From an optimization exercise on the open Yosys and OpenROAD flow, aimed at small area, a short achievable clock period and few clock cycles per item; shortcuts taken in it are not production practice.
Function was not checked in any run shown here: the RTL went through the layout flow alone.

File: flow/design.v
package klpc_pkg;
	localparam int GRID_SIZE = 32;
	localparam int COORD_W   = 5;
	localparam int COUNT_W   = 59;
	localparam int NDIG = 8;
	localparam int KD0  = 4;
	localparam int KD   = 8;
	localparam int TD_W = 12;
	localparam int NSLOT = 3;
endpackage
import klpc_pkg::*;
module klpc_cell #(
	parameter int Y  = 0,
	parameter int W  = 1,
	parameter int WN = 1
) (
	input  logic            clk,
	input  logic            t_first,
	input  logic            t_last,
	input  logic [TD_W-1:0] t_dat,
	input  logic [WN-1:0]   nb,
	output logic [W-1:0]    cnt
);
	function automatic int dlo(input int d);
		dlo = (d == 0) ? 0 : KD0 + (d - 1) * KD;
	endfunction
	function automatic int ndig(input int w);
		ndig = (w <= KD0) ? 1 : 1 + (w - KD0 + KD - 1) / KD;
	endfunction
	localparam int ND = ndig(W);
	logic [4:0] f, ky;
	logic [1:0] cls;
	assign {f, ky, cls} = t_dat;
	logic copy, z, init, hit, blk;
	assign copy = t_last && ({1'b0, f} < 6'(Y));
	assign z    = t_first || copy;
	assign init = t_last ? (Y == 0) : (6'(Y) <= {1'b0, f});
	assign hit  = ((cls == 2'd0) && ({1'b0, ky} == 6'(Y))) ||
	              ((cls == 2'd1) && (({1'b0, ky} == 6'(Y + 2)) || ((Y >= 2) && ({1'b0, ky} == 6'(Y - 2))))) ||
	              ((cls == 2'd2) && (({1'b0, ky} == 6'(Y + 1)) || ((Y >= 1) && ({1'b0, ky} == 6'(Y - 1)))));
	assign blk  = !copy && hit;
	logic [((ND > 1) ? ND - 1 : 1):1] zq, bq, cy;
	for (genvar d = 0; d < ND; d++) begin : g_dig
		localparam int LO  = dlo(d);
		localparam int HI  = ((dlo(d + 1) < W) ? dlo(d + 1) : W) - 1;
		localparam int DW  = HI - LO + 1;
		localparam int NHI = (HI < WN - 1) ? HI : WN - 1;
		logic [DW-1:0] q, own, nbd;
		logic [DW:0]   sum;
		assign cnt[HI:LO] = q;
		if (WN > LO) begin : g_nb
			assign nbd = DW'(nb[NHI:LO]);
		end else begin : g_nonb
			assign nbd = '0;
		end
		if (d == 0) begin : g_d0
			if (DW > 1) begin : g_w
				assign own = {cnt[HI:1] & {(DW-1){!z}}, !copy && (t_first ? init : cnt[0])};
			end else begin : g_n
				assign own = !copy && (t_first ? init : cnt[0]);
			end
			assign sum = {1'b0, own} + {1'b0, nbd};
			always_ff @(posedge clk) begin
				q <= blk ? '0 : sum[DW-1:0];
			end
			if (ND > 1) begin : g_c
				logic c_q, z_q, b_q;
				always_ff @(posedge clk) begin
					c_q <= sum[DW];
					z_q <= z;
					b_q <= blk;
				end
				assign cy[1] = c_q;
				assign zq[1] = z_q;
				assign bq[1] = b_q;
			end
		end else begin : g_dn
			assign own = cnt[HI:LO] & {DW{!zq[d]}};
			assign sum = {1'b0, own} + {1'b0, nbd} + (DW+1)'(cy[d]);
			always_ff @(posedge clk) begin
				q <= bq[d] ? '0 : sum[DW-1:0];
			end
			if (d < ND - 1) begin : g_c
				logic c_q, z_q, b_q;
				always_ff @(posedge clk) begin
					c_q <= sum[DW];
					z_q <= zq[d];
					b_q <= bq[d];
				end
				assign cy[d+1] = c_q;
				assign zq[d+1] = z_q;
				assign bq[d+1] = b_q;
			end
		end
	end
endmodule
import klpc_pkg::*;
module klpc_ctrl (
	input  logic               clk,
	input  logic               arst_n,
	input  logic               in_valid,
	output logic               in_stall,
	input  logic [COORD_W-1:0] target_x,
	input  logic [COORD_W-1:0] target_y,
	input  logic [COORD_W-1:0] knight_x,
	input  logic [COORD_W-1:0] knight_y,
	output logic               out_valid,
	input  logic               out_stall,
	output logic [COUNT_W-1:0] path_count,
	output logic               o_first,
	output logic               o_last,
	output logic [TD_W-1:0]    o_dat,
	input  logic               p_first,
	input  logic               x_first,
	input  logic               x_last,
	input  logic [TD_W-1:0]    x_dat,
	input  logic [COUNT_W-1:0] res
);
	localparam int RING = 33;        
	localparam int SP   = NDIG + 1;  
	function automatic int dlo(input int d);
		dlo = (d == 0) ? 0 : KD0 + (d - 1) * KD;
	endfunction
	function automatic logic [1:0] inc3(input logic [1:0] v);
		inc3 = (v == 2'(NSLOT - 1)) ? 2'd0 : v + 2'd1;
	endfunction
	logic       a_v, p_v, b_v;
	logic       a_take, p_take, b_take;
	logic [4:0] a_tx, a_ty, a_kx, a_ky;
	logic [4:0] p_tx, p_ty, p_kx, p_ky;
	logic       sw;
	logic stall_q;
	assign in_stall = stall_q;
	assign a_take   = in_valid && !in_stall;
	assign p_take   = a_v && (!p_v || b_take);
	logic a_v_n, p_v_n;
	assign a_v_n = a_take || (a_v && !p_take);
	assign p_v_n = p_take || (p_v && !b_take);
	always_ff @(posedge clk or negedge arst_n) begin
		if (!arst_n) begin
			a_v     <= 1'b0;
			p_v     <= 1'b0;
			stall_q <= 1'b0;
		end else begin
			a_v     <= a_v_n;
			p_v     <= p_v_n;
			stall_q <= a_v_n && p_v_n;
		end
	end
	always_ff @(posedge clk) begin
		if (a_take) begin
			sw   <= target_x > target_y;
			a_tx <= target_x;
			a_ty <= target_y;
			a_kx <= knight_x;
			a_ky <= knight_y;
		end
		if (p_take) begin
			p_tx <= sw ? a_ty : a_tx;
			p_ty <= sw ? a_tx : a_ty;
			p_kx <= sw ? a_ky : a_kx;
			p_ky <= sw ? a_kx : a_ky;
		end
	end
	logic [4:0] b0m;
	logic       b0none;
	always_comb begin
		b0m    = 5'd31;
		b0none = 1'b1;
		case (p_kx)
			5'd0: begin
				if (p_ky != 5'd0) begin
					b0m = p_ky - 5'd1;  b0none = 1'b0;
				end
			end
			5'd1: begin
				if (p_ky >= 5'd3) begin
					b0m = p_ky - 5'd3;  b0none = 1'b0;
				end else begin
					b0m = p_ky + 5'd1;  b0none = 1'b0;
				end
			end
			5'd2: begin
				if (p_ky >= 5'd2) begin
					b0m = p_ky - 5'd2;  b0none = 1'b0;
				end else begin
					b0m = p_ky;         b0none = 1'b0;
				end
			end
			default: begin
			end
		endcase
	end
	logic       b_first, b_x0, b_lastcol, b_tok0;
	logic [1:0] b_x0cls, b_cls;
	logic [4:0] b_ky, b_x0ky, b_ty, b_ff, b_f;
	logic [5:0] b_dxc, b_dxc0;
	logic [4:0] b_rc, b_rc0;
	logic       issue;
	logic       ring, enter_q;
	logic [NSLOT-1:0] tmr_ok;
	assign b_tok0 = b_x0 && b_first;
	always_comb begin
		if (b_tok0) begin
			b_cls = b_x0cls;
		end else begin
			case (b_dxc)
				6'd0:        b_cls = 2'd0;
				6'd1, 6'h3f: b_cls = 2'd1;
				6'd2, 6'h3e: b_cls = 2'd2;
				default:     b_cls = 2'd3;
			endcase
		end
	end
	assign b_f = b_lastcol ? b_ty : b_ff;
	logic [NSLOT-1:0] islot;
	assign issue  = b_v && !ring && !enter_q && (!b_first || |(tmr_ok & islot));
	assign b_take = p_v && (!b_v || (issue && b_lastcol));
	always_ff @(posedge clk or negedge arst_n) begin
		if (!arst_n) begin
			b_v     <= 1'b0;
			b_first <= 1'b1;
		end else begin
			if (b_take) begin
				b_v     <= 1'b1;
				b_first <= 1'b1;
			end else if (issue) begin
				b_first <= 1'b0;
				if (b_lastcol) b_v <= 1'b0;
			end else if (enter_q) begin
				b_first <= 1'b1;
			end
		end
	end
	logic px01;
	assign px01 = (p_tx[4:1] == 4'd0);
	always_ff @(posedge clk) begin
		if (b_take) begin
			b_x0      <= px01;
			b_x0cls   <= b0none ? 2'd3 : 2'd0;
			b_x0ky    <= 5'(b0m + 5'd1);
			b_ky      <= p_ky;
			b_ty      <= p_ty;
			b_ff      <= px01 ? 5'd0 : b0m;
			b_dxc     <= 6'd1 - {1'b0, p_kx};
			b_dxc0    <= 6'd1 - {1'b0, p_kx};
			b_rc      <= px01 ? {4'd0, p_tx[0]} : p_tx - 5'd1;
			b_rc0     <= px01 ? {4'd0, p_tx[0]} : p_tx - 5'd1;
			b_lastcol <= (p_tx == 5'd0);
		end else if (issue) begin
			if (!b_tok0) b_dxc <= b_dxc + 6'd1;
			b_rc      <= b_rc - 5'd1;
			b_lastcol <= (b_rc == 5'd1);
		end else if (enter_q) begin
			b_dxc     <= b_dxc0;
			b_rc      <= b_rc0;
			b_lastcol <= (b_rc0 == 5'd0);
		end
	end
	localparam logic [1:0] S_FREE = 2'd0, S_RES = 2'd1, S_VAL = 2'd2;
	logic [NSLOT-1:0][1:0] sst;
	logic [NSLOT-1:0] sfree;
	logic [1:0]       wslot, cslot, rslot;
	logic             inq, qpass, seek, hc0, kill;
	logic [5:0]       hc, kc;
	logic [4:0]       kn;
	logic [5:0]       npend;
	logic             npz, npo;
	logic [5:0]       npend_p1, npend_m1;
	assign npend_p1 = npend + 6'd1;
	assign npend_m1 = npend - 6'd1;
	logic             pass_q;
	logic [NSLOT-1:0][3:0] tmr;
	logic xf, xl, in_q, cur_pass, recirc, pass_ev, cap0, head, lastiss, oload;
	for (genvar i = 0; i < NSLOT; i++) begin : g_free
		assign sfree[i] = (sst[i] == S_FREE);
	end
	assign xf       = x_first && !kill;
	assign xl       = x_last && !kill;
	assign in_q     = xf || inq;
	assign cur_pass = xf ? pass_q : qpass;
	assign recirc   = in_q && !cur_pass && (ring || enter_q) && !kill;
	assign pass_ev  = xf && pass_q;
	assign cap0     = xl && in_q && cur_pass;
	assign head     = seek || hc0;
	assign lastiss  = issue && b_lastcol;
	logic       ring_n, seek_n, hc0_n, kill_n;
	logic [5:0] hc_n, kc_n;
	logic [4:0] kn_n, j;
	logic [1:0] wslot_n;
	assign j = b_v ? (b_rc0 - b_rc) : 5'd0;
	always_comb begin
		wslot_n = pass_ev ? inc3(wslot) : wslot;
		kc_n    = (kc != 6'd0) ? kc - 6'd1 : kc;
		kn_n    = kill ? kn - 5'd1 : kn;
		kill_n  = (kc <= 6'd1) && ((kn >= 5'd2) || ((kn == 5'd1) && !kill));
		hc_n    = (hc != 6'd0) ? hc - 6'd1 : hc;
		hc0_n   = (hc <= 6'd1);
		seek_n  = seek;
		ring_n  = ring;
		if (enter_q) begin
			ring_n = 1'b1;
			hc_n   = 6'(RING - 1);
			hc0_n  = 1'b0;
			seek_n = 1'b0;
			kn_n   = j;
			kc_n   = 6'(RING - 1) - {1'b0, j};
			kill_n = 1'b0;
		end else if (ring) begin
			if (xf && head) begin
				if (pass_q) begin
					seek_n = 1'b1;
				end else begin
					seek_n = 1'b0;
					hc_n   = 6'(RING - 1);
					hc0_n  = 1'b0;
				end
			end
			if (npz || (npo && pass_ev)) ring_n = 1'b0;
		end
	end
	logic n_first, n_head, n_free;
	assign n_first = p_first && !kill_n;
	assign n_head  = !ring_n || seek_n || hc0_n;
	assign n_free  = pass_ev ? sfree[inc3(wslot)] : sfree[wslot];
	always_ff @(posedge clk or negedge arst_n) begin
		if (!arst_n) begin
			ring    <= 1'b0;
			inq     <= 1'b0;
			qpass   <= 1'b0;
			seek    <= 1'b0;
			hc      <= 6'd0;
			hc0     <= 1'b1;
			kc      <= 6'd0;
			kn      <= 5'd0;
			kill    <= 1'b0;
			npend   <= 6'd0;
			npz     <= 1'b1;
			npo     <= 1'b0;
			pass_q  <= 1'b0;
			enter_q <= 1'b0;
			islot   <= NSLOT'(1);
			tmr     <= '0;
			tmr_ok  <= '1;
		end else begin
			ring    <= ring_n;
			inq     <= in_q && !xl;
			if (xf) qpass <= pass_q;
			seek    <= seek_n;
			hc      <= hc_n;
			hc0     <= hc0_n;
			kc      <= kc_n;
			kn      <= kn_n;
			kill    <= kill_n;
			if (lastiss && !pass_ev) begin
				npend <= npend_p1;
				npz   <= 1'b0;
				npo   <= npz;
			end else if (!lastiss && pass_ev) begin
				npend <= npend_m1;
				npz   <= npo;
				npo   <= (npend == 6'd2);
			end
			pass_q  <= n_head && n_free;
			enter_q <= !ring_n && n_first && !(n_head && n_free);
			for (int i = 0; i < NSLOT; i++) begin
				if (lastiss && islot[i]) begin
					tmr[i]    <= 4'(SP);
					tmr_ok[i] <= 1'b0;
				end else if (tmr[i] != 4'd0) begin
					tmr[i]    <= tmr[i] - 4'd1;
					tmr_ok[i] <= (tmr[i] == 4'd1);
				end
			end
			if (lastiss) islot <= {islot[NSLOT-2:0], islot[NSLOT-1]};
		end
	end
	always_ff @(posedge clk or negedge arst_n) begin
		if (!arst_n) begin
			o_first <= 1'b0;
			o_last  <= 1'b0;
		end else if (recirc) begin
			o_first <= x_first;
			o_last  <= x_last;
		end else if (issue) begin
			o_first <= b_first;
			o_last  <= b_lastcol;
		end else begin
			o_first <= 1'b0;
			o_last  <= 1'b0;
		end
	end
	always_ff @(posedge clk) begin
		if (recirc) begin
			o_dat <= x_dat;
		end else begin
			o_dat <= {b_f, b_tok0 ? b_x0ky : b_ky, b_cls};
		end
	end
	logic [NDIG-1:1]               capv;
	logic [NDIG-1:1][1:0]          caps;
	logic [NSLOT-1:0][COUNT_W-1:0] slot;
	always_ff @(posedge clk or negedge arst_n) begin
		if (!arst_n) begin
			capv  <= '0;
			cslot <= 2'd0;
			wslot <= 2'd0;
			rslot <= 2'd0;
			sst   <= '0;
		end else begin
			capv[1] <= cap0;
			for (int d = 2; d < NDIG; d++) capv[d] <= capv[d-1];
			if (cap0) cslot <= inc3(cslot);
			wslot <= wslot_n;
			if (pass_ev) sst[wslot] <= S_RES;
			if (capv[NDIG-1]) sst[caps[NDIG-1]] <= S_VAL;
			if (oload) begin
				sst[rslot] <= S_FREE;
				rslot      <= inc3(rslot);
			end
		end
	end
	always_ff @(posedge clk) begin
		caps[1] <= cslot;
		for (int d = 2; d < NDIG; d++) caps[d] <= caps[d-1];
	end
	for (genvar d = 0; d < NDIG; d++) begin : g_cap
		localparam int LO = dlo(d);
		localparam int HI = ((dlo(d + 1) < COUNT_W) ? dlo(d + 1) : COUNT_W) - 1;
		logic       en;
		logic [1:0] ci;
		if (d == 0) begin : g_e0
			assign en = cap0;
			assign ci = cslot;
		end else begin : g_en
			assign en = capv[d];
			assign ci = caps[d];
		end
		for (genvar s = 0; s < NSLOT; s++) begin : g_s
			logic [HI-LO:0] q;
			always_ff @(posedge clk) begin
				if (en && (ci == 2'(s))) q <= res[HI:LO];
			end
			assign slot[s][HI:LO] = q;
		end
	end
	logic               ov_q;
	logic [COUNT_W-1:0] out_q;
	assign oload = (sst[rslot] == S_VAL) && (!ov_q || !out_stall);
	always_ff @(posedge clk or negedge arst_n) begin
		if (!arst_n) begin
			ov_q <= 1'b0;
		end else begin
			ov_q <= oload || (ov_q && out_stall);
		end
	end
	always_ff @(posedge clk) begin
		if (oload) out_q <= slot[rslot];
	end
	assign out_valid  = ov_q;
	assign path_count = out_q;
endmodule
import klpc_pkg::*;
module knight_blocked_lattice_path_count (
	input  logic               clk,
	input  logic               arst_n,
	input  logic               in_valid,
	output logic               in_stall,
	input  logic [COORD_W-1:0] target_x,
	input  logic [COORD_W-1:0] target_y,
	input  logic [COORD_W-1:0] knight_x,
	input  logic [COORD_W-1:0] knight_y,
	output logic               out_valid,
	input  logic               out_stall,
	output logic [COUNT_W-1:0] path_count
);
	function automatic int roww(input int y);
		case (y)
			0: roww = 1;   1: roww = 6;   2: roww = 10;  3: roww = 13;
			4: roww = 16;  5: roww = 19;  6: roww = 22;  7: roww = 24;
			8: roww = 26;  9: roww = 29;  10: roww = 31; 11: roww = 32;
			12: roww = 34; 13: roww = 36; 14: roww = 38; 15: roww = 39;
			16: roww = 41; 17: roww = 42; 18: roww = 44; 19: roww = 45;
			20: roww = 47; 21: roww = 48; 22: roww = 49; 23: roww = 50;
			24: roww = 52; 25: roww = 53; 26: roww = 54; 27: roww = 55;
			28: roww = 56; 29: roww = 57; 30: roww = 58; default: roww = 59;
		endcase
	endfunction
	function automatic int rowoff(input int y);
		case (y)
			0: rowoff = 0;  1: rowoff = 1;  2: rowoff = 7;  3: rowoff = 17;
			4: rowoff = 30;  5: rowoff = 46;  6: rowoff = 65;  7: rowoff = 87;
			8: rowoff = 111;  9: rowoff = 137;  10: rowoff = 166;  11: rowoff = 197;
			12: rowoff = 229;  13: rowoff = 263;  14: rowoff = 299;  15: rowoff = 337;
			16: rowoff = 376;  17: rowoff = 417;  18: rowoff = 459;  19: rowoff = 503;
			20: rowoff = 548;  21: rowoff = 595;  22: rowoff = 643;  23: rowoff = 692;
			24: rowoff = 742;  25: rowoff = 794;  26: rowoff = 847;  27: rowoff = 901;
			28: rowoff = 956;  29: rowoff = 1012;  30: rowoff = 1069;  31: rowoff = 1127;
			32: rowoff = 1186;
			default: rowoff = 0;
		endcase
	endfunction
	localparam int NB = rowoff(GRID_SIZE);
	logic [GRID_SIZE:0]           t_first, t_last;
	logic [GRID_SIZE:0][TD_W-1:0] t_dat;
	logic [GRID_SIZE:1]           tq_first, tq_last;
	logic [GRID_SIZE:1][TD_W-1:0] tq_dat;
	logic                         t0_first, t0_last;
	logic [TD_W-1:0]              t0_dat;
	logic [NB-1:0]                rows;
	klpc_ctrl u_ctrl (
		.clk        (clk),
		.arst_n     (arst_n),
		.in_valid   (in_valid),
		.in_stall   (in_stall),
		.target_x   (target_x),
		.target_y   (target_y),
		.knight_x   (knight_x),
		.knight_y   (knight_y),
		.out_valid  (out_valid),
		.out_stall  (out_stall),
		.path_count (path_count),
		.o_first    (t0_first),
		.o_last     (t0_last),
		.o_dat      (t0_dat),
		.p_first    (t_first[GRID_SIZE-1]),
		.x_first    (t_first[GRID_SIZE]),
		.x_last     (t_last[GRID_SIZE]),
		.x_dat      (t_dat[GRID_SIZE]),
		.res        (rows[NB-1 -: COUNT_W])
	);
	assign t_first = {tq_first, t0_first};
	assign t_last  = {tq_last, t0_last};
	assign t_dat   = {tq_dat, t0_dat};
	always_ff @(posedge clk or negedge arst_n) begin
		if (!arst_n) begin
			tq_first <= '0;
			tq_last  <= '0;
		end else begin
			tq_first <= t_first[GRID_SIZE-1:0];
			tq_last  <= t_last[GRID_SIZE-1:0];
		end
	end
	always_ff @(posedge clk) begin
		tq_dat <= t_dat[GRID_SIZE-1:0];
	end
	for (genvar i = 0; i < GRID_SIZE; i++) begin : g_cell
		localparam int W   = roww(i);
		localparam int OFF = rowoff(i);
		localparam int WN  = (i == 0) ? 1 : roww(i - 1);
		logic [WN-1:0] nb;
		if (i == 0) begin : g_first
			assign nb = '0;
		end else begin : g_rest
			assign nb = rows[rowoff(i - 1) +: WN];
		end
		klpc_cell #(.Y(i), .W(W), .WN(WN)) u_cell (
			.clk     (clk),
			.t_first (t_first[i]),
			.t_last  (t_last[i]),
			.t_dat   (t_dat[i]),
			.nb      (nb),
			.cnt     (rows[OFF +: W])
		);
	end
endmodule
File: flow/run.sh
#!/bin/bash
# synth_recipe.tcl (not shown) runs the flow's synth.tcl, then flattens the netlist and writes it again
# the make line also repeats each setting of config.mk as NAME=value (left out here)
make -C /OpenROAD-flow-scripts/flow DESIGN_CONFIG=/design/flow/config.mk WORK_HOME=/design/flow/orfs CLKGATE_MAP_FILE= SYNTH_SCRIPT=/design/flow/synth_recipe.tcl finish
File: flow/config.mk
export PLATFORM = sky130hd
export DESIGN_NAME = knight_blocked_lattice_path_count
export DESIGN_NICKNAME = knight_blocked_lattice_path_count
export VERILOG_FILES = /design/flow/design.v
export SDC_FILE = /design/flow/constraint.sdc
export NUM_CORES = 4
export LEC_CHECK = 0
export CAP_MARGIN = 20
export CORE_MARGIN = 2
export CORE_UTILIZATION = 40
export PLACE_DENSITY = 0.6
export SETUP_SLACK_MARGIN = 3.0
export SLEW_MARGIN = 20
File: flow/constraint.sdc
create_clock -name core_clock -period 6.0 [get_ports {clk}]
set_input_delay 1.2000 -clock core_clock [delete_from_list [all_inputs] [get_ports {clk}]]
set_output_delay 1.2000 -clock core_clock [all_outputs]
set_load 0.01 [all_outputs]
==> results of run 1 <==
## flip-flops by register name, indices dropped and copies added (netlist names), 7 cells and up
signal	count
g_cell.u_cell.g_dig.q	1186
tq_dat	384
u_ctrl.g_cap.g_s.q	177
g_cell.u_cell.g_dig.g_dn.g_c.b_q	116
g_cell.u_cell.g_dig.g_dn.g_c.c_q	116
g_cell.u_cell.g_dig.g_dn.g_c.z_q	116
u_ctrl.out_q	59
tq_first	32
tq_last	32
g_cell.u_cell.g_dig.g_d0.g_c.b_q	31
g_cell.u_cell.g_dig.g_d0.g_c.c_q	31
g_cell.u_cell.g_dig.g_d0.g_c.z_q	31
u_ctrl.caps	14
u_ctrl.o_dat	12
u_ctrl.tmr	12
u_ctrl.capv	7
## worst max-delay path, stage by stage (launching register included)
cell,delay [ns]
dfrtp_1,0.45
or3b_1,0.41
a31oi_2,0.21
nand2_2,0.11
inv_4,0.12
ha_4,0.17
inv_2,0.08
ha_1,0.28
a21o_1,0.16
a21o_1,0.21
a21oi_1,0.19
nor3_1,0.07
a211o_1,0.24
xor2_1,0.15
## stage by stage
| stage | instances | util (%) | hold WS, ns | setup WS (ns) |
|---|---|---|---|---|
| after floorplan | 11500 | - | 0.310 | 3.03 |
| after global placement | 15400 | 41.9 | 0.313 | 2.54 |
| after detailed placement | 15400 | 41.9 | 0.314 | 2.58 |
| after CTS | 15800 | 45.1 | 0.127 | 2.92 |
| after global routing | 15800 | 45.1 | 0.142 | 2.96 |
| final | 15800 | 45.1 | 0.209 | 3.05 |
## cells in the mapped netlist, types with 135 or more instances
| master | instances |
|---|---|
| a21o_1 | 195 |
| a21oi_1 | 517 |
| clkbuf_1 | 148 |
| dfrtp_1 | 135 |
| dfxtp_1 | 2037 |
| edfxtp_1 | 322 |
| fa_1 | 308 |
| ha_1 | 1043 |
| inv_1 | 884 |
| mux2_2 | 137 |
| nand2_1 | 462 |
| nand2b_1 | 236 |
| nor2_1 | 1157 |
| nor2b_1 | 1351 |
| nor3_1 | 571 |
| o21a_1 | 255 |
| o21ai_0 | 430 |
| xnor2_1 | 312 |
| xor2_1 | 171 |
## worst max path at each step
stage               depth (start not counted)               to
floorplan                                   2  u_ctrl.out_q[0]
global placement                           13  u_ctrl.npend[5]
detailed placement                         13  u_ctrl.npend[5]
CTS                                        13  u_ctrl.npend[5]
global route                               13  u_ctrl.npend[5]
finish                                     13  u_ctrl.npend[5]
## logic make-up (layout without fill, tap and decap cells)
group	after synthesis	in the layout
buffers and inverters	1052	1474
AOI/OAI and AO/OA	1880	1880
DFF	2501	2501
adders and majority gates	1351	1351
xor gates and xnor gates	483	483
and+or+nand+nor	4040	4040
muxes	213	213
other	0	2
## cell type report
type / count / area, sq um / area share (%)
antenna: 2 / 5.00 / 0.00382
clock buffer: 391 / 8110 / 6.19
clock inverter: 97 / 1270 / 0.967
inverter: 885 / 3330 / 2.54
multi-input combinational: 7967 / 58500 / 44.6
sequential: 2501 / 54000 / 41.2
tap: 3900 / 4880 / 3.72
timing repair buffer: 101 / 988 / 0.754
## timing repair
item                                    in CTS  in global routing
gates cloned                                 0                  0
endpoints found under the setup margin       8                 16
buffers inserted                             2                  0
endpoints found under the hold margin        0                  0
resized for setup                           11                 11
## layer usage
metal  share of wire [%]  vias to the layer above  GRT usage, %
met2                  50                      748          28.3
met4                 3.0                        0          4.98
li1                    -                    39500             -
met5                   0                        -             0
met3                 2.6                      424          2.06
met1                  44                    36400          18.3
==> out/results.ini, run 1 <==
[global_routing]
first_global_vias=79900
grt_max_degree=132
grt_pass1_wl_um=384000
antenna_found_initial=2
gr-total-overflow=0
track_usage_pct=15.4

[synth]
synth.largest_area_cell=dfxtp_1
yosysTopAreaCellShare_pct=35.0
syn_inst=11500
synth-edff-count=322
synth-seq-cells=2501
netlist_area_sq_mm=0.116
synth_top_family_by_area=simple AND/OR/NAND/NOR gates
avgSynthCellArea_sq_um=10.1
yosys.cell_types.count=85
synth.net_count=12900
muxShareOfSynthArea_pct=1.98
ys.flop_type=dfxtp_1
synth_area_leaders=dfxtp_1 35%, ha_1 11%, edfxtp_1 8.3%, nor2b_1 7.3%, fa_1 5.3%
synth_fa_ha_area_share_pct=16.5
yosys_warnings=34
synth_compound_area_share_pct=10.3
seq_area_frac_synth_pct=46.4
async_flop_share_pct=5.68
synth-xor-area-share_pct=3.63
synthSimpleGateAreaFrac_pct=17.8

[clock_tree]
cts_sinks=2501
ctsRootBufferMaster=clkbuf_16
numCtsBuffers=278
hold_buffers=0
htreeDepth=5
cts_buffer_depth=4
clk_latency_ns=0.85
cts_tree=done
path_clk_slew_ns=0.06

[detailed_routing]
avgViaCountPerCell=4.86
drtPass1Iterations=7
antenna_left=0
first_iter_violations=2969
vias=77000
wl_per_cell_um=14.2
drc_errors=0
routed_wl_um=225000

[timing]
drv_slew=0
relSlewSlack_pct=26.2
finClkSkew_ns=0.0407
hold_violations=0
fin_crit_sh_pct=49.2
setup_viol=0
fin_crit_ns=2.95
grt_setup_unrepaired=yes
max_freq_ghz=0.339
worst_slew_pin_slew_ns=1.10
fin_setup_tns_ns=0

[cells_and_area]
final_common_cell=dfxtp_1
mostFrequentLayoutCells=2037 x dfxtp_1, 1348 x nor2b_1, 1157 x nor2_1, 1042 x ha_1, 881 x inv_1
postLayoutCellArea_sq_mm=0.131
syn2layout_area_growth_pct=12.6
fillCellCount=27200
layout.nets=13100
final_layout_size_suffix_gt1_share_pct=5.27

[job]
max_cap_viol_count=0

[floorplanning]
start_util_pct=40.1
io_pins=85
fp.dieH_um=543
coreArea_sq_mm=0.290
rows=198
dieArea_sq_mm=0.295
die_w_um=543

[setup_path]
r2r_start=u_ctrl.ring
crit_start=u_ctrl.ring
rr_worst_depth=13
worstSetupPathType=reg -> reg
worst_setup_path_end_kind=flip-flop
r2r_end=u_ctrl.npend[5]
path_max_fanout=7
r2r_setup_slack_ns=3.05
critical_path_required_ns=6.71
startpoint_type=flip-flop
cp.arrival_ns=3.67

[placement]
gp_congestion=0.809
place_hpwl_um=171000
io_buffers=84
postPlaceCellArea_sq_mm=0.122

[hold_path]
min_path_type=in -> async

[run_status]
outcome=complete, no violations

==> run 2: changes to the inputs <==
--- a/flow/config.mk
+++ b/flow/config.mk
@@ -9,5 +9,5 @@
 export CORE_MARGIN = 2
 export CORE_UTILIZATION = 40
 export PLACE_DENSITY = 0.6
-export SETUP_SLACK_MARGIN = 3.0
+export SETUP_SLACK_MARGIN = 3.6
 export SLEW_MARGIN = 20
==> run 2 against run 1 <==
Effect of this change:
- die area stayed put
- sequential share of layout area fell by 0.62 points
- via count grew 0.52%
- register-to-register slack better by 0.23 ns
- still clean
- critical path depth rose by 1
- synthesized cell count unchanged
- critical endpoint unchanged
==> out/results.ini, run 2 <==
[timing]
fin_crit_ns=2.73
grt_setup_unrepaired=yes
hold_violations=0
fin_crit_sh_pct=45.4
worst_slew_pin_slew_ns=0.988
drv_slew=0
fin_setup_tns_ns=0
setup_viol=0
finClkSkew_ns=0.0415
fin_hold_ws_ns=0.200
max_freq_ghz=0.367
relSlewSlack_pct=33.6

[synth]
syn_inst=11500
synth-seq-cells=2501
synth_fa_ha_area_share_pct=16.5
ys.flop_type=dfxtp_1
synthSimpleGateAreaFrac_pct=17.8
async_flop_share_pct=5.68
yosys.cell_types.count=85
muxShareOfSynthArea_pct=1.98
seq_area_frac_synth_pct=46.4
yosys_warnings=34
synthTopCellsByCount=2037 x dfxtp_1, 1351 x nor2b_1, 1157 x nor2_1
yosysTopAreaCellShare_pct=35.0
synth-edff-count=322
yosysMostFrequentCell=dfxtp_1
synth.net_count=12900
synth.largest_area_cell=dfxtp_1
synth_top_family_by_area=simple AND/OR/NAND/NOR gates
synth_area_leaders=dfxtp_1 35%, ha_1 11%, edfxtp_1 8.3%, nor2b_1 7.3%, fa_1 5.3%
avgSynthCellArea_sq_um=10.1
netlist_area_sq_mm=0.116
synth_compound_area_share_pct=10.3
synth-xor-area-share_pct=3.63

[clock_tree]
ctsRootBufferMaster=clkbuf_16
numCtsBuffers=277
cts_sinks=2501
hold_buffers=0
htreeDepth=5
cts_buffer_depth=4
path_clk_slew_ns=0.06
clk_latency_ns=0.83
cts_tree=done

[cells_and_area]
final_layout_size_suffix_gt1_share_pct=11.1
final_common_cell=dfxtp_1
syn2layout_area_growth_pct=15.2
mostFrequentLayoutCells=1891 x dfxtp_1, 1243 x nor2b_1, 1150 x nor2_1, 1037 x ha_1, 878 x inv_1
regMostFlops=g_cell.u_cell.g_dig.q
final_cells=15900
largest_reg_flops=1186
layout.nets=13200
layout.area.seq_sq_mm=0.0544
fillCellCount=27000
reg.largest.list=g_cell.u_cell.g_dig.q: 1186 flops, tq_dat: 384 flops, u_ctrl.g_cap.g_s.q: 177 flops
multiInputGateArea_sq_mm=0.0608

[setup_path]
critical_path_required_ns=6.70
startpoint_type=flip-flop
path_max_fanout=5
cp.arrival_ns=3.42
worstSetupPathType=reg -> reg
worst_setup_path_end_kind=flip-flop

[floorplanning]
rows=198
start_util_pct=40.1
io_pins=85
dieArea_sq_mm=0.295
fp.dieH_um=543
die_w_um=543
coreArea_sq_mm=0.290

[placement]
dp_cells=15400
gp_congestion=0.808
io_buffers=84
place_hpwl_um=169000

[detailed_routing]
avgViaCountPerCell=4.86
wl_per_cell_um=14.4
drtPass1Iterations=5
routed_wl_um=229000
first_iter_violations=2924
vias=77400
drc_errors=0
antenna_left=0

[global_routing]
first_global_vias=79200
grt_max_degree=136
grt_pass1_wl_um=383000
track_usage_pct=15.3
gr-total-overflow=0
antenna_found_initial=1

[hold_path]
min_path_type=in -> async

[job]
max_cap_viol_count=0

[run_status]
outcome=complete, no violations

-- run 2: cell counts after synthesis --
Identical to the previous run, type by type.
-- run 2: metal layers --
metal | global-route usage [%] | part of all wire [%] | up-vias
met2 | 28.1 | 51 | 729
met3 | 1.94 | 2.4 | 405
met5 | 0 | 0 | -
li1 | - | - | 39500
met4 | 4.50 | 2.8 | 0
met1 | 18.6 | 44 | 36700
-- run 2: final cells by class --
| class | instances | share of cell area, % |
|---|---|---|
| sequential | 2501 | 40.6 |
| timing repair inverter | 4 | 0.0289 |
| clock buffer | 401 | 5.99 |
| clock inverter | 89 | 0.888 |
| multi-input combinational | 7970 | 45.3 |
| inverter | 885 | 2.50 |
| tap | 3900 | 3.64 |
| timing repair buffer | 168 | 1.03 |
| antenna | 3 | 0.00560 |
-- run 2: final timing paths --
kind	from	endpoint	slack, ns	depth (start not counted)
min in group core_clock	tq_dat[188]	tq_dat[200]	0.31	0
max in group asynchronous	arst_n	tq_last[12]	4.67	2
hold reg to reg	tq_dat[188]	tq_dat[200]	0.31	0
hold / removal	arst_n	u_ctrl.capv[2]	0.20	1
setup reg to reg	u_ctrl.enter_q	u_ctrl.npend[5]	3.27	14
setup / recovery	u_ctrl.enter_q	u_ctrl.npend[5]	3.27	14
-- run 2: cell families after synthesis --
kind of cell | Yosys count
simple gates | 4040
flops | 2501
compound gates | 1880
fa+ha+maj | 1351
buf+inv | 1052
xor+xnor | 483
mux | 213
-- run 2: per-stage QoR --
stage               util, %  area, sq um  setup WS, ns
floorplan                 -       117000          3.35
global placement       41.9       122000          2.24
detailed placement     41.9       122000          2.18
CTS                    45.3       132000          3.25
global route           46.2       134000          3.21
finish                 46.2       134000          3.27
-- run 2: critical path: stages (launching register included) --
cell,delay (ns)
dfrtp_1,0.40
buf_12,0.14
or3b_4,0.38
a31oi_4,0.16
nand2_2,0.09
inv_4,0.11
ha_4,0.16
inv_8,0.05
buf_4,0.13
ha_4,0.21
a21o_1,0.20
a21oi_2,0.14
nor3_1,0.06
a211o_1,0.24
xor2_1,0.14
-- run 2: timing repair --
item	4_1_cts	5_1_grt
endpoints found under the hold margin	0	0
resized for setup	514	605
gates cloned	4	5
pin swaps	11	32
endpoints found under the setup margin	488	521
setup buffers	31	38
==> run 3: changes to the inputs <==
--- a/flow/design.v
+++ b/flow/design.v
@@ -6,7 +6,7 @@
 	localparam int KD0  = 4;
 	localparam int KD   = 8;
 	localparam int TD_W = 12;
-	localparam int NSLOT = 3;
+	localparam int NSLOT = 4;
 endpackage
 import klpc_pkg::*;
 module klpc_cell #(
@@ -267,8 +267,6 @@
 	logic [5:0]       npend;
 	logic             npz, npo;
 	logic [5:0]       npend_p1, npend_m1;
-	assign npend_p1 = npend + 6'd1;
-	assign npend_m1 = npend - 6'd1;
 	logic             pass_q;
 	logic [NSLOT-1:0][3:0] tmr;
 	logic xf, xl, in_q, cur_pass, recirc, pass_ev, cap0, head, lastiss, oload;
@@ -334,8 +332,10 @@
 			kc      <= 6'd0;
 			kn      <= 5'd0;
 			kill    <= 1'b0;
-			npend   <= 6'd0;
-			npz     <= 1'b1;
+			npend    <= 6'd0;
+			npend_p1 <= 6'd1;
+			npend_m1 <= 6'h3f;
+			npz      <= 1'b1;
 			npo     <= 1'b0;
 			pass_q  <= 1'b0;
 			enter_q <= 1'b0;
@@ -353,13 +353,17 @@
 			kn      <= kn_n;
 			kill    <= kill_n;
 			if (lastiss && !pass_ev) begin
-				npend <= npend_p1;
-				npz   <= 1'b0;
-				npo   <= npz;
+				npend    <= npend_p1;
+				npend_p1 <= npend_p1 + 6'd1;
+				npend_m1 <= npend;
+				npz      <= 1'b0;
+				npo      <= npz;
 			end else if (!lastiss && pass_ev) begin
-				npend <= npend_m1;
-				npz   <= npo;
-				npo   <= (npend == 6'd2);
+				npend    <= npend_m1;
+				npend_p1 <= npend;
+				npend_m1 <= npend_m1 - 6'd1;
+				npz      <= npo;
+				npo      <= (npend == 6'd2);
 			end
 			pass_q  <= n_head && n_free;
 			enter_q <= !ring_n && n_first && !(n_head && n_free);
--- a/flow/config.mk
+++ b/flow/config.mk
@@ -7,7 +7,7 @@
 export LEC_CHECK = 0
 export CAP_MARGIN = 20
 export CORE_MARGIN = 2
-export CORE_UTILIZATION = 40
-export PLACE_DENSITY = 0.6
-export SETUP_SLACK_MARGIN = 3.6
+export CORE_UTILIZATION = 60
+export PLACE_DENSITY = 0.75
+export SETUP_SLACK_MARGIN = 3.8
 export SLEW_MARGIN = 20
==> run 3 against run 2 <==
Effect of this change:
- still clean on timing, DRC and antenna
- utilization increased by 26 points
- clock-buffer cell count is the same
- global-route usage is 7.7 points higher
- sequential share of layout area barely moved
- area after synthesis up 1.2%
- register-to-register slack better by 0.13 ns
- highest routed layer unchanged
==> out/results.ini, run 3 <==
[run_status]
outcome=complete, no violations

[floorplanning]
coreArea_sq_mm=0.195
start_util_pct=60.4
io_pins=85
rows=162
die_w_um=447
dieArea_sq_mm=0.200
fp.dieH_um=447

[clock_tree]
clk_latency_ns=0.92
cts_buffer_depth=4
htreeDepth=5
path_clk_slew_ns=0.06
cts_sinks=2580
cts_tree=done
ctsRootBufferMaster=clkbuf_16
numCtsBuffers=287

[synth]
synth_compound_area_share_pct=9.49
synth.largest_area_cell=dfxtp_1
muxShareOfSynthArea_pct=1.97
synth.net_count=12600
synth_top_family_by_area=simple AND/OR/NAND/NOR gates
synth_fa_ha_area_share_pct=16.4
syn_inst=11300
netlist_area_sq_mm=0.118
synth-seq-cells=2580
async_flop_share_pct=6.28
synthTopCellsByCount=2037 x dfxtp_1, 1309 x nor2b_1, 1290 x nor2_1
yosys_warnings=34
seq_area_frac_synth_pct=47.8
avgSynthCellArea_sq_um=10.5
synth-edff-count=381
ys.flop_type=dfxtp_1
yosysTopAreaCellShare_pct=34.6
yosys.cell_types.count=91
synthSimpleGateAreaFrac_pct=16.7
synth-xor-area-share_pct=5.32
synth_area_leaders=dfxtp_1 35%, ha_1 11%, edfxtp_1 9.7%, nor2b_1 6.9%, fa_1 5.2%
yosysMostFrequentCell=dfxtp_1

[placement]
postPlaceCellArea_sq_mm=0.122
io_buffers=84
gp_congestion=0.825
place_hpwl_um=160000
dp_cells=13900

[timing]
grt_setup_unrepaired=yes
relSlewSlack_pct=31.4
setup_viol=0
fin_setup_tns_ns=0
hold_violations=0
max_freq_ghz=0.364
worst_slew_pin_slew_ns=1.03
fin_crit_ns=2.74
drv_slew=0
finClkSkew_ns=0.0752
fin_crit_sh_pct=45.7

[setup_path]
crit_buf_inv=1
path_cells=buf_2
slowest_stage=edfxtp_1
worstSetupPathType=reg -> out
critical_path_required_ns=4.80
cp_top_family=flip-flops
startpoint_type=flip-flop
worst_setup_path_end_kind=output port
cp.arrival_ns=1.54
critPathMaxStageDelay_ns=0.46
path_max_fanout=1

[global_routing]
antenna_found_initial=2
gr-total-overflow=0
first_global_vias=82500
grt_max_degree=106
track_usage_pct=23.0
grt_pass1_wl_um=388000

[cells_and_area]
mostFrequentLayoutCells=1854 x dfxtp_1, 1255 x nor2_1, 1185 x nor2b_1, 1045 x ha_1, 611 x inv_1
final_cells=14900
final_layout_size_suffix_gt1_share_pct=19.3
final_common_cell=dfxtp_1
regMostFlops=g_cell.u_cell.g_dig.q
final_util_pct=71.8
fillCellCount=13300
largest_reg_flops=1186
syn2layout_area_growth_pct=18.7
reg.largest.list=g_cell.u_cell.g_dig.q: 1186 flops, tq_dat: 384 flops, u_ctrl.g_cap.g_s.q: 236 flops
postLayoutCellArea_sq_mm=0.140
layout.nets=13400

[hold_path]
min_path_type=in -> async

[detailed_routing]
vias=80100
routed_wl_um=237000
drc_errors=0
avgViaCountPerCell=5.38
first_iter_violations=3252
wl_per_cell_um=15.9
drtPass1Iterations=12
antenna_left=0

[job]
max_cap_viol_count=0

## run 3: cell count changes in the layout (fill, tap and decap cells not counted), moves of 90 or more
cell	delta
buf_4	+363
nor3_1	-299
nand2_1	+104
fa_1	-216
inv_1	-267
a21boi_0	-90
a21oi_2	+108
xor2_1	+242
nor2_1	+105
fa_2	+215
o21a_1	-234
a21o_1	+101
## run 3: metal layers
layer	up-vias	part of all wire, %	global-route usage [%]
met5	-	0	0
met4	0	3.3	8.22
met3	486	3.0	3.09
met2	1068	53	43.0
met1	38700	41	26.7
li1	39800	-	-
## run 3: cell families (layout without fill, tap and decap cells)
family | count (synthesis) | in the layout
flops | 2580 | 2580
mux | 150 | 150
fa+ha+maj | 1364 | 1364
buf+inv | 738 | 1741
compound gates | 1790 | 1792
xor+xnor | 716 | 716
other cells | 0 | 4
simple gates | 3918 | 3919
## run 3: stage by stage
stage / setup slack (ns) / hold WS (ns)
2_1_floorplan: 3.35 / 0.310
3_3_place_gp: 2.59 / 0.313
3_5_place_dp: 2.49 / 0.312
4_1_cts: 3.17 / 0.235
5_1_grt: 3.20 / 0.259
6_report: 3.26 / 0.257
## run 3: path summary, 6_finish.rpt
| check | from | end | slack, ns | cells past startpoint |
|---|---|---|---|---|
| setup / recovery | u_ctrl.out_q[2] | path_count[2] | 3.26 | 1 |
| hold reg to reg | tq_dat[234] | tq_dat[246] | 0.30 | 0 |
| setup reg to reg | u_ctrl.p_ky[2] | u_ctrl.b_x0ky[4] | 3.40 | 10 |
| min in group core_clock | tq_dat[234] | tq_dat[246] | 0.30 | 0 |
| hold / removal | arst_n | tq_last[5] | 0.26 | 1 |
| max in group asynchronous | arst_n | u_ctrl.rslot[0] | 4.52 | 2 |
## run 3: layout make-up
class	instances	area [sq um]	area share, %
diodes	4	10.0	0.00715
well taps	2624	3280	2.35
repair buffers	593	4750	3.39
repair inverters	4	30.0	0.0215
clock buffers	401	8260	5.90
inverters	645	2460	1.76
clock inverters	98	1130	0.805
multi-input cells	7941	63200	45.2
flip-flops and latches	2580	56800	40.6
## run 3: timing repair
| item | 4_1_cts | 5_1_grt |
|---|---|---|
| endpoints found under the setup margin | 692 | 586 |
| hold buffers | 0 | 0 |
| buffers inserted | 241 | 253 |
| pin swaps | 208 | 433 |
| cloned | 8 | 0 |
| gates resized for setup | 1013 | 713 |
==> run 4: changes to the inputs <==
--- a/flow/config.mk
+++ b/flow/config.mk
@@ -7,7 +7,7 @@
 export LEC_CHECK = 0
 export CAP_MARGIN = 20
 export CORE_MARGIN = 2
-export CORE_UTILIZATION = 60
-export PLACE_DENSITY = 0.75
-export SETUP_SLACK_MARGIN = 3.8
+export CORE_UTILIZATION = 40
+export PLACE_DENSITY = 0.6
+export SETUP_SLACK_MARGIN = 3.6
 export SLEW_MARGIN = 20
==> run 4 against run 3 <==
Effect of this change:
- synthesized cell count stayed put
- worst setup slack improved by 0.061 ns
- clock-buffer cell count increased by 3
- critical path depth did not move
- register-to-register slack about the same
- design area is 3.1% lower
- first-iteration DRC count decreased by 21%
- cell count rose by 6.0%
- maximum frequency up 2.3%
- highest routed layer unchanged
==> out/results.ini, run 4 <==
[run_status]
outcome=complete, no violations

[detailed_routing]
wl_per_cell_um=14.0
avgViaCountPerCell=4.85
vias=76600
drtPass1Iterations=5
routed_wl_um=221000
antenna_left=0
drc_errors=0
first_iter_violations=2558

[timing]
worst_slew_pin_slew_ns=1.03
hold_violations=0
max_freq_ghz=0.373
fin_crit_sh_pct=44.7
finClkSkew_ns=0.0873
drv_slew=0
fin_setup_tns_ns=0
fin_crit_ns=2.68
setup_viol=0
grt_setup_unrepaired=yes
relSlewSlack_pct=30.9
fin_ws_ns=3.32

[floorplanning]
dieArea_sq_mm=0.299
die_w_um=547
coreArea_sq_mm=0.294
io_pins=85
rows=199
start_util_pct=40.2
fp.dieH_um=547

[setup_path]
path_max_fanout=1
worst_setup_path_end_kind=output port
r2r_setup_slack_ns=3.40
cp.arrival_ns=1.48
critPathMaxStageDelay_ns=0.46
critical_path_required_ns=4.80
worstSetupPathType=reg -> out
cp_top_family=flip-flops
path_cells=buf_2
crit_buf_inv=1
startpoint_type=flip-flop
slowest_stage=edfxtp_1

[clock_tree]
cts_sinks=2580
cts_tree=done
numCtsBuffers=288
htreeDepth=5
cts_buffer_depth=4
ctsRootBufferMaster=clkbuf_16
path_clk_slew_ns=0.06
clk_latency_ns=0.89

[cells_and_area]
layout.area.seq_sq_mm=0.0567
postLayoutCellArea_sq_mm=0.136
syn2layout_area_growth_pct=15.1
mostFrequentLayoutCells=1917 x dfxtp_1, 1282 x nor2_1, 1270 x nor2b_1, 1051 x ha_1, 637 x inv_1
final_common_cell=dfxtp_1
multiInputGateArea_sq_mm=0.0606
layout.nets=13000
largest_reg_flops=1186
final_layout_size_suffix_gt1_share_pct=11.4
fillCellCount=26800
reg.largest.list=g_cell.u_cell.g_dig.q: 1186 flops, tq_dat: 384 flops, u_ctrl.g_cap.g_s.q: 236 flops
regMostFlops=g_cell.u_cell.g_dig.q
final_util_pct=46.2

[synth]
yosysMostFrequentCell=dfxtp_1
synth-seq-cells=2580
yosys_warnings=34
seq_area_frac_synth_pct=47.8
async_flop_share_pct=6.28
synthTopCellsByCount=2037 x dfxtp_1, 1309 x nor2b_1, 1290 x nor2_1
synth.largest_area_cell=dfxtp_1
synth-edff-count=381
yosysTopAreaCellShare_pct=34.6
yosys.cell_types.count=91
synth.net_count=12600
synth_area_leaders=dfxtp_1 35%, ha_1 11%, edfxtp_1 9.7%, nor2b_1 6.9%, fa_1 5.2%
netlist_area_sq_mm=0.118
ys.flop_type=dfxtp_1
syn_inst=11300
avgSynthCellArea_sq_um=10.5

[global_routing]
grt_pass1_wl_um=378000
first_global_vias=79700
use_met3_pct=2.01
grt_max_degree=93
antenna_found_initial=2
grt.busiest_layer=met2
met1_usage_pct=17.4
gr-total-overflow=0
grt_util_met2_pct=26.8
track_usage_pct=14.6

[job]
max_cap_viol_count=0

[placement]
postPlaceCellArea_sq_mm=0.124
io_buffers=84
place_worst_setup_slack_ns=2.32
place_hpwl_um=164000
gp_congestion=0.812

[hold_path]
min_path_type=reg -> reg

-- run 4: cell counts after synthesis --
Identical to the previous run, type by type.
-- run 4: final timing paths --
path                                  startpoint                to  cells after the start
worst max-delay path            u_ctrl.out_q[56]    path_count[56]                      1
worst min-delay path                 tq_dat[307]       tq_dat[319]                      0
worst max register to register    u_ctrl.p_ky[4]  u_ctrl.b_x0ky[4]                      8
worst min register to register       tq_dat[307]       tq_dat[319]                      0
max in group asynchronous                 arst_n        tq_last[1]                      2
min in group asynchronous                 arst_n       tq_last[25]                      1
-- run 4: metal layers --
| layer | part of all wire, % | wire length (um) | vias to the layer above |
|---|---|---|---|
| li1 | - | - | 39000 |
| met5 | 0 | 0 | - |
| met1 | 43 | 95100 | 36500 |
| met3 | 3.3 | 7290 | 351 |
| met4 | 3.1 | 6730 | 0 |
| met2 | 51 | 111000 | 695 |
-- run 4: final cells by class --
type / instances / area share [%]
Inverter: 645 / 1.81
Timing Repair Buffer: 169 / 0.950
Clock inverter: 120 / 1.09
Tap cell: 3919 / 3.62
Sequential cell: 2580 / 41.8
Antenna cell: 2 / 0.00369
Timing Repair inverter: 1 / 0.00461
Multi-Input combinational cell: 7940 / 44.7
Clock buffer: 404 / 6.06
-- run 4: stage by stage --
| step | hold slack [ns] | cells |
|---|---|---|
| after floorplan | 0.310 | 11300 |
| after global placement | 0.313 | 15200 |
| after detailed placement | 0.314 | 15200 |
| after CTS | 0.220 | 15700 |
| after global routing | 0.255 | 15800 |
| final | 0.267 | 15800 |
-- run 4: logic make-up after synthesis --
kind of cell	synth area share, %
compound gates	9.49
xor+xnor	5.32
fa+ha+maj	16.4
buf+inv	2.37
flops	47.8
mux	1.97
simple gates	16.7
-- run 4: timing repair --
item                                    4_1_cts  5_1_grt
cloned                                        3        0
pin swaps                                    36       67
setup buffers                                39       29
endpoints found under the setup margin      534      438
hold buffers                                  0        0
endpoints found under the hold margin         0        0
gates resized for setup                     575      436
==> run 5: changes to the inputs <==
--- a/flow/config.mk
+++ b/flow/config.mk
@@ -8,6 +8,8 @@
 export CAP_MARGIN = 20
 export CORE_MARGIN = 2
 export CORE_UTILIZATION = 40
+export CTS_CLUSTER_DIAMETER = 60
+export CTS_CLUSTER_SIZE = 30
 export PLACE_DENSITY = 0.6
 export SETUP_SLACK_MARGIN = 3.6
 export SLEW_MARGIN = 20
==> run 5 against run 4 <==
Effect of this change:
- non-clock buffer count grew 24
- global-route usage is 0.15 points lower
- clock-buffer cell count is 190 lower
- sequential share of layout area grew 0.64 points
- synthesized cell count unchanged
==> out/results.ini, run 5 <==
[run_status]
outcome=complete, no violations

[setup_path]
cp.arrival_ns=1.53
slowest_stage=edfxtp_1
r2r_end=u_ctrl.b_x0ky[4]
critical_path_required_ns=4.80
worst_setup_path_end_kind=output port
rr_worst_depth=10
worstSetupPathType=reg -> out
crit_buf_inv=1
critPathMaxStageDelay_ns=0.47
cp_top_family=flip-flops
path_cells=buf_2
path_max_fanout=1
startpoint_type=flip-flop
r2r_start=u_ctrl.p_ky[2]
r2r_setup_slack_ns=3.41

[floorplanning]
io_pins=85
rows=199
die_w_um=547
dieArea_sq_mm=0.299
start_util_pct=40.2
fp.dieH_um=547
coreArea_sq_mm=0.294

[detailed_routing]
first_iter_violations=2761
vias=76000
drtPass1Iterations=7
wl_per_cell_um=13.9
antenna_left=0
drc_errors=0
routed_wl_um=218000
avgViaCountPerCell=4.86

[cells_and_area]
largest_reg_flops=1186
syn2layout_area_growth_pct=13.4
layout.nets=12900
reg.largest.list=g_cell.u_cell.g_dig.q: 1186 flops, tq_dat: 384 flops, u_ctrl.g_cap.g_s.q: 236 flops
mostFrequentLayoutCells=1914 x dfxtp_1, 1281 x nor2_1, 1260 x nor2b_1, 1051 x ha_1, 636 x inv_1
final_util_pct=45.5
regMostFlops=g_cell.u_cell.g_dig.q
final_cells=15700
postLayoutCellArea_sq_mm=0.134
final_common_cell=dfxtp_1
final_layout_size_suffix_gt1_share_pct=11.2

[timing]
fin_crit_ns=2.73
hold_violations=0
relSlewSlack_pct=30.9
finClkSkew_ns=0.0883
fin_setup_tns_ns=0
max_freq_ghz=0.367
fin_crit_sh_pct=45.4
drv_slew=0
fin_hold_ws_ns=0.259
grt_setup_unrepaired=yes
worst_slew_pin_slew_ns=1.03
setup_viol=0

[synth]
synth-edff-count=381
seq_area_frac_synth_pct=47.8
yosysTopAreaCellShare_pct=34.6
synth_area_leaders=dfxtp_1 35%, ha_1 11%, edfxtp_1 9.7%, nor2b_1 6.9%, fa_1 5.2%
synth.largest_area_cell=dfxtp_1
netlist_area_sq_mm=0.118
avgSynthCellArea_sq_um=10.5
synth.net_count=12600
async_flop_share_pct=6.28
ys.flop_type=dfxtp_1
yosys.cell_types.count=91
syn_inst=11300
yosys_warnings=34
synthTopCellsByCount=2037 x dfxtp_1, 1309 x nor2b_1, 1290 x nor2_1
synth-seq-cells=2580
yosysMostFrequentCell=dfxtp_1

[clock_tree]
hold_buffers=0
cts_tree=done
cts_buffer_depth=4
path_clk_slew_ns=0.10
clk_latency_ns=0.89
cts_sinks=2580
htreeDepth=4
ctsRootBufferMaster=clkbuf_16
numCtsBuffers=198

[global_routing]
first_global_vias=78600
gr-total-overflow=0
antenna_found_initial=2
grt_max_degree=93
track_usage_pct=14.5
grt_pass1_wl_um=374000

[hold_path]
min_path_type=in -> async

[placement]
gp_congestion=0.812
place_hpwl_um=164000
io_buffers=84
postPlaceCellArea_sq_mm=0.124
dp_cells=15200

[job]
max_cap_viol_count=0

## run 5: cell type report
type,instances,area [sq um]
multi-input cells,7940,60600
diodes,2,5.00
repair buffers,193,1490
clock inverters,156,2280
flip-flops and latches,2580,56700
clock buffers,214,5180
well taps,3919,4900
fillers,26900,160000
repair inverters,1,6.26
inverters,645,2450
## run 5: metal layers
metal  vias to the layer above  wire length (um)  global-route usage [%]  part of all wire (%)
li1                      38900                 -                       -                     -
met1                     36200             95300                    17.5                    44
met2                       644            110000                    26.6                    51
met3                       284              6140                    1.82                   2.8
met4                         0              6110                    4.44                   2.8
met5                         -                 0                       0                     0
## run 5: worst max path at each step
| stage | from | end | slack, ns | cells past startpoint |
|---|---|---|---|---|
| after detailed placement | u_ctrl.enter_q | u_ctrl.b_dxc[5] | 2.32 | 8 |
| after global placement | u_ctrl.enter_q | u_ctrl.b_dxc[5] | 2.46 | 8 |
| after floorplan | u_ctrl.p_ky[2] | u_ctrl.b_x0ky[4] | 3.34 | 11 |
| final | u_ctrl.out_q[56] | path_count[56] | 3.27 | 1 |
| after global routing | u_ctrl.out_q[56] | path_count[56] | 3.19 | 1 |
| after CTS | u_ctrl.out_q[56] | path_count[56] | 3.15 | 1 |
## run 5: per-stage QoR
stage	setup WS [ns]
global placement	2.46
global route	3.19
CTS	3.15
finish	3.27
floorplan	3.34
detailed placement	2.32
## run 5: repair_timing
action	CTS	global route
cloned	3	0
setup endpoints to repair	545	465
pin swaps	40	75
buffers inserted	55	37
resized for setup	595	463
## run 5: logic make-up after synthesis
logic type	count (synthesis)	share of synthesized area [%]
muxes	150	1.97
DFF	2580	47.8
adders and majority gates	1364	16.4
xor gates and xnor gates	716	5.32
AOI/OAI and AO/OA	1790	9.49
buffers and inverters	738	2.37
and+or+nand+nor	3918	16.7
==> run 6: changes to the inputs <==
--- a/flow/design.v
+++ b/flow/design.v
@@ -117,7 +117,7 @@
 	input  logic [COUNT_W-1:0] res
 );
 	localparam int RING = 33;        
-	localparam int SP   = NDIG + 1;  
+	localparam int SP   = NDIG + 2;  
 	function automatic int dlo(input int d);
 		dlo = (d == 0) ? 0 : KD0 + (d - 1) * KD;
 	endfunction
@@ -162,29 +162,30 @@
 			p_ky <= sw ? a_kx : a_ky;
 		end
 	end
-	logic [4:0] b0m;
+	logic [4:0] b0m, b0;
 	logic       b0none;
 	always_comb begin
 		b0m    = 5'd31;
+		b0     = 5'd0;
 		b0none = 1'b1;
 		case (p_kx)
 			5'd0: begin
 				if (p_ky != 5'd0) begin
-					b0m = p_ky - 5'd1;  b0none = 1'b0;
+					b0m = p_ky - 5'd1;  b0 = p_ky;         b0none = 1'b0;
 				end
 			end
 			5'd1: begin
 				if (p_ky >= 5'd3) begin
-					b0m = p_ky - 5'd3;  b0none = 1'b0;
+					b0m = p_ky - 5'd3;  b0 = p_ky - 5'd2;  b0none = 1'b0;
 				end else begin
-					b0m = p_ky + 5'd1;  b0none = 1'b0;
+					b0m = p_ky + 5'd1;  b0 = p_ky + 5'd2;  b0none = 1'b0;
 				end
 			end
 			5'd2: begin
 				if (p_ky >= 5'd2) begin
-					b0m = p_ky - 5'd2;  b0none = 1'b0;
+					b0m = p_ky - 5'd2;  b0 = p_ky - 5'd1;  b0none = 1'b0;
 				end else begin
-					b0m = p_ky;         b0none = 1'b0;
+					b0m = p_ky;         b0 = p_ky + 5'd1;  b0none = 1'b0;
 				end
 			end
 			default: begin
@@ -238,7 +239,7 @@
 		if (b_take) begin
 			b_x0      <= px01;
 			b_x0cls   <= b0none ? 2'd3 : 2'd0;
-			b_x0ky    <= 5'(b0m + 5'd1);
+			b_x0ky    <= b0;
 			b_ky      <= p_ky;
 			b_ty      <= p_ty;
 			b_ff      <= px01 ? 5'd0 : b0m;
@@ -269,7 +270,7 @@
 	logic [5:0]       npend_p1, npend_m1;
 	logic             pass_q;
 	logic [NSLOT-1:0][3:0] tmr;
-	logic xf, xl, in_q, cur_pass, recirc, pass_ev, cap0, head, lastiss, oload;
+	logic xf, xl, in_q, cur_pass, recirc, pass_ev, cap0, head, lastiss;
 	for (genvar i = 0; i < NSLOT; i++) begin : g_free
 		assign sfree[i] = (sst[i] == S_FREE);
 	end
@@ -418,10 +419,8 @@
 			wslot <= wslot_n;
 			if (pass_ev) sst[wslot] <= S_RES;
 			if (capv[NDIG-1]) sst[caps[NDIG-1]] <= S_VAL;
-			if (oload) begin
-				sst[rslot] <= S_FREE;
-				rslot      <= inc3(rslot);
-			end
+			if (hand) sst[rslot] <= S_FREE;
+			rslot <= rslot_n;
 		end
 	end
 	always_ff @(posedge clk) begin
@@ -448,18 +447,20 @@
 			assign slot[s][HI:LO] = q;
 		end
 	end
-	logic               ov_q;
+	logic               ov_q, hand;
+	logic [1:0]         rslot_n;
 	logic [COUNT_W-1:0] out_q;
-	assign oload = (sst[rslot] == S_VAL) && (!ov_q || !out_stall);
+	assign hand    = ov_q && !out_stall;
+	assign rslot_n = hand ? inc3(rslot) : rslot;
 	always_ff @(posedge clk or negedge arst_n) begin
 		if (!arst_n) begin
 			ov_q <= 1'b0;
 		end else begin
-			ov_q <= oload || (ov_q && out_stall);
+			ov_q <= (sst[rslot_n] == S_VAL);
 		end
 	end
 	always_ff @(posedge clk) begin
-		if (oload) out_q <= slot[rslot];
+		out_q <= slot[rslot_n];
 	end
 	assign out_valid  = ov_q;
 	assign path_count = out_q;
--- a/flow/config.mk
+++ b/flow/config.mk
@@ -8,8 +8,6 @@
 export CAP_MARGIN = 20
 export CORE_MARGIN = 2
 export CORE_UTILIZATION = 40
-export CTS_CLUSTER_DIAMETER = 60
-export CTS_CLUSTER_SIZE = 30
 export PLACE_DENSITY = 0.6
-export SETUP_SLACK_MARGIN = 3.6
+export SETUP_SLACK_MARGIN = 3.3
 export SLEW_MARGIN = 20
==> run 6 against run 5 <==
Effect of this change:
- non-clock buffer count is 78 lower
- synthesized cell count is 9.2% higher
- die area rose by 4.5%
- critical path type unchanged
- register-to-register slack about the same
- maximum frequency is 3.7% higher
- via count grew 8.1%
- cell count grew 7.5%
- critical path depth unchanged
- routed wire length rose by 11%
- design area increased by 3.6%
==> out/results.ini, run 6 <==
[run_status]
outcome=complete, no violations

[timing]
fin_crit_ns=2.63
hold_violations=0
relSlewSlack_pct=25.3
worst_slew_pin_slew_ns=1.12
fin_setup_tns_ns=0
setup_viol=0
fin_hold_ws_ns=0.291
finClkSkew_ns=0.0486
fin_crit_sh_pct=43.8
grt_setup_unrepaired=yes
max_freq_ghz=0.380
drv_slew=0

[floorplanning]
coreArea_sq_mm=0.306
start_util_pct=40.2
fp.dieH_um=559
dieArea_sq_mm=0.313
die_w_um=559
io_pins=85
rows=203

[cells_and_area]
largest_reg_flops=1186
final_layout_size_suffix_gt1_share_pct=6.24
layout.nets=13900
regMostFlops=g_cell.u_cell.g_dig.q
mostFrequentLayoutCells=2027 x dfxtp_1, 1403 x nor2b_1, 1389 x nor2_1, 1052 x ha_1, 618 x inv_1
reg.largest.list=g_cell.u_cell.g_dig.q: 1186 flops, tq_dat: 384 flops, u_ctrl.g_cap.g_s.q: 236 flops
syn2layout_area_growth_pct=12.3
fillCellCount=29200
final_common_cell=dfxtp_1

[detailed_routing]
first_iter_violations=3426
drc_errors=0
drtPass1Iterations=5
wl_per_cell_um=14.3
routed_wl_um=241000
avgViaCountPerCell=4.88
vias=82200
antenna_left=0

[synth]
yosys.cell_types.count=86
synth_area_leaders=dfxtp_1 34%, ha_1 11%, edfxtp_1 7.8%, nor2b_1 7.1%, fa_1 5.0%
avgSynthCellArea_sq_um=10.0
synthTopCellsByCount=2096 x dfxtp_1, 1404 x nor2b_1, 1389 x nor2_1
yosysTopAreaCellShare_pct=34.0
syn_inst=12300
async_flop_share_pct=6.28
synth-seq-cells=2580
synth.net_count=13700
ys.flop_type=dfxtp_1
synth-edff-count=322
seq_area_frac_synth_pct=45.2
yosysMostFrequentCell=dfxtp_1
synth.largest_area_cell=dfxtp_1
netlist_area_sq_mm=0.123
yosys_warnings=34

[setup_path]
rr_worst_depth=6
worst_setup_path_end_kind=output port
worstSetupPathType=reg -> out
startpoint_type=flip-flop
critPathMaxStageDelay_ns=0.43
path_max_fanout=2
cp.arrival_ns=1.43
crit_buf_inv=1
path_cells=buf_2
cp_num_cells=1
r2r_setup_slack_ns=3.40
cp_top_family=flip-flops
critical_path_required_ns=4.80
slowest_stage=dfrtp_2

[hold_path]
min_path_type=reg -> reg
min_path_cells=0

[placement]
io_buffers=84
gp_congestion=0.810
place_hpwl_um=179000

[clock_tree]
path_clk_slew_ns=0.06
cts_tree=done
numCtsBuffers=285
clk_latency_ns=0.85
htreeDepth=5
hold_buffers=0
cts_buffer_depth=4
ctsRootBufferMaster=clkbuf_16
cts_sinks=2580

[global_routing]
track_usage_pct=15.4
grt_pass1_wl_um=407000
first_global_vias=81700
grt_max_degree=96
antenna_found_initial=2
gr-total-overflow=0

[job]
max_cap_viol_count=0

-- run 6: cell types whose count changed in the layout (fill, tap and decap cells not counted), moves of 105 or more --
cell and change:
dfxtp_4 -105, nor2b_1 +143, a21o_1 -124, nor3_1 +138, xor2_1 -270, nor2_1 +108, o21ai_0 +110, fa_2 -119
o21bai_1 +177, nand2b_1 +121, a21oi_2 -181, dfxtp_1 +113, fa_1 +119, nor3b_1 +207
-- run 6: what timing repair did --
action | in CTS | in global routing
hold endpoints to repair | 0 | 0
endpoints found under the setup margin | 134 | 141
pin swaps | 1 | 2
setup buffers | 0 | 7
gates cloned | 0 | 0
gates resized for setup | 186 | 82
-- run 6: logic make-up (layout without fill, tap and decap cells) --
family                     Yosys count  in the layout  share of synthesized area, %
other                                0              1                             0
muxes                              177            177                          1.58
adders and majority gates         1361           1361                          15.7
and+or+nand+nor                   4788           4788                          20.5
AOI/OAI and AO/OA                 2052           2052                          10.8
xor gates and xnor gates           523            523                          3.72
DFF                               2580           2580                          45.2
buffers and inverters              813           1244                          2.50
-- run 6: final cells by class --
class	count	area (sq um)	share of cell area, %
Antenna cell	1	2.50	0.00181
Clock buffer	424	8480	6.13
Clock inverter	86	975	0.704
Inverter	619	2330	1.68
Multi-Input combinational cell	8901	64600	46.7
Sequential cell	2580	55800	40.3
Tap cell	4100	5130	3.71
Timing Repair Buffer	115	1120	0.806
-- run 6: per-layer routing --
metal  track usage, %  share of wire [%]  vias to the layer above
met5                0                  0                        -
met1             18.4                 44                    38100
met2             28.5                 51                      668
li1                 -                  -                    43000
met3             1.75                2.3                      401
met4             4.63                2.9                        0
-- run 6: path summary, 6_finish.rpt --
check                              endpoint      startpoint
min                             tq_dat[247]     tq_dat[235]
max                                in_stall  u_ctrl.stall_q
min reg2reg                     tq_dat[247]     tq_dat[235]
max reg2reg                u_ctrl.b_x0ky[3]  u_ctrl.p_ky[0]
min in group asynchronous       tq_first[7]          arst_n
max in group asynchronous   u_ctrl.npend[0]          arst_n
-- run 6: through the flow --
step,instances,setup WS (ns),util [%],instance area [sq um]
2_1_floorplan,12300,3.35,-,123000
3_3_place_gp,16300,1.99,42.0,129000
3_5_place_dp,16300,1.96,42.0,129000
4_1_cts,16800,3.28,45.1,138000
5_1_grt,16800,3.23,45.2,138000
6_report,16800,3.37,45.2,138000

## re-timing with driven ports
No port has a modelled driver above. Below, the same layouts with a new extraction and two added sets of constraints.
Step 1 sets driving cells, clkbuf_16 on the clock port and buf_2 on the other inputs (assumed; they add their load-dependent delay and slew).
Step 2, shift: input delay + t, output delay - t, t = (earliest + latest rising clock arrival at the registers) / 2. This alone moves slack from input paths to output paths.
Three values: no drivers, after step 1, after step 2; two values: the first two.
run | t, ns | setup WS [ns] | cell pins on the clock port's net
run 1 | 0.908 | 3.047 / 3.009 / 2.761 | 1
run 2 | 0.901 | 3.274 / 3.274 / 2.914 | 1
run 3 | 0.976 | 3.256 / 3.170 / 2.927 | 1
run 4 | 0.936 | 3.318 / 3.232 / 2.944 | 1
run 5 | 0.938 | 3.273 / 3.184 / 2.935 | 1
run 6 | 0.922 | 3.371 / 3.273 / 2.530 | 1
After both steps every run listed still meets setup and hold. For run 6, which loses most, drivers alone change the setup slack by -0.098 ns; drivers and shift together by -0.841 ns.
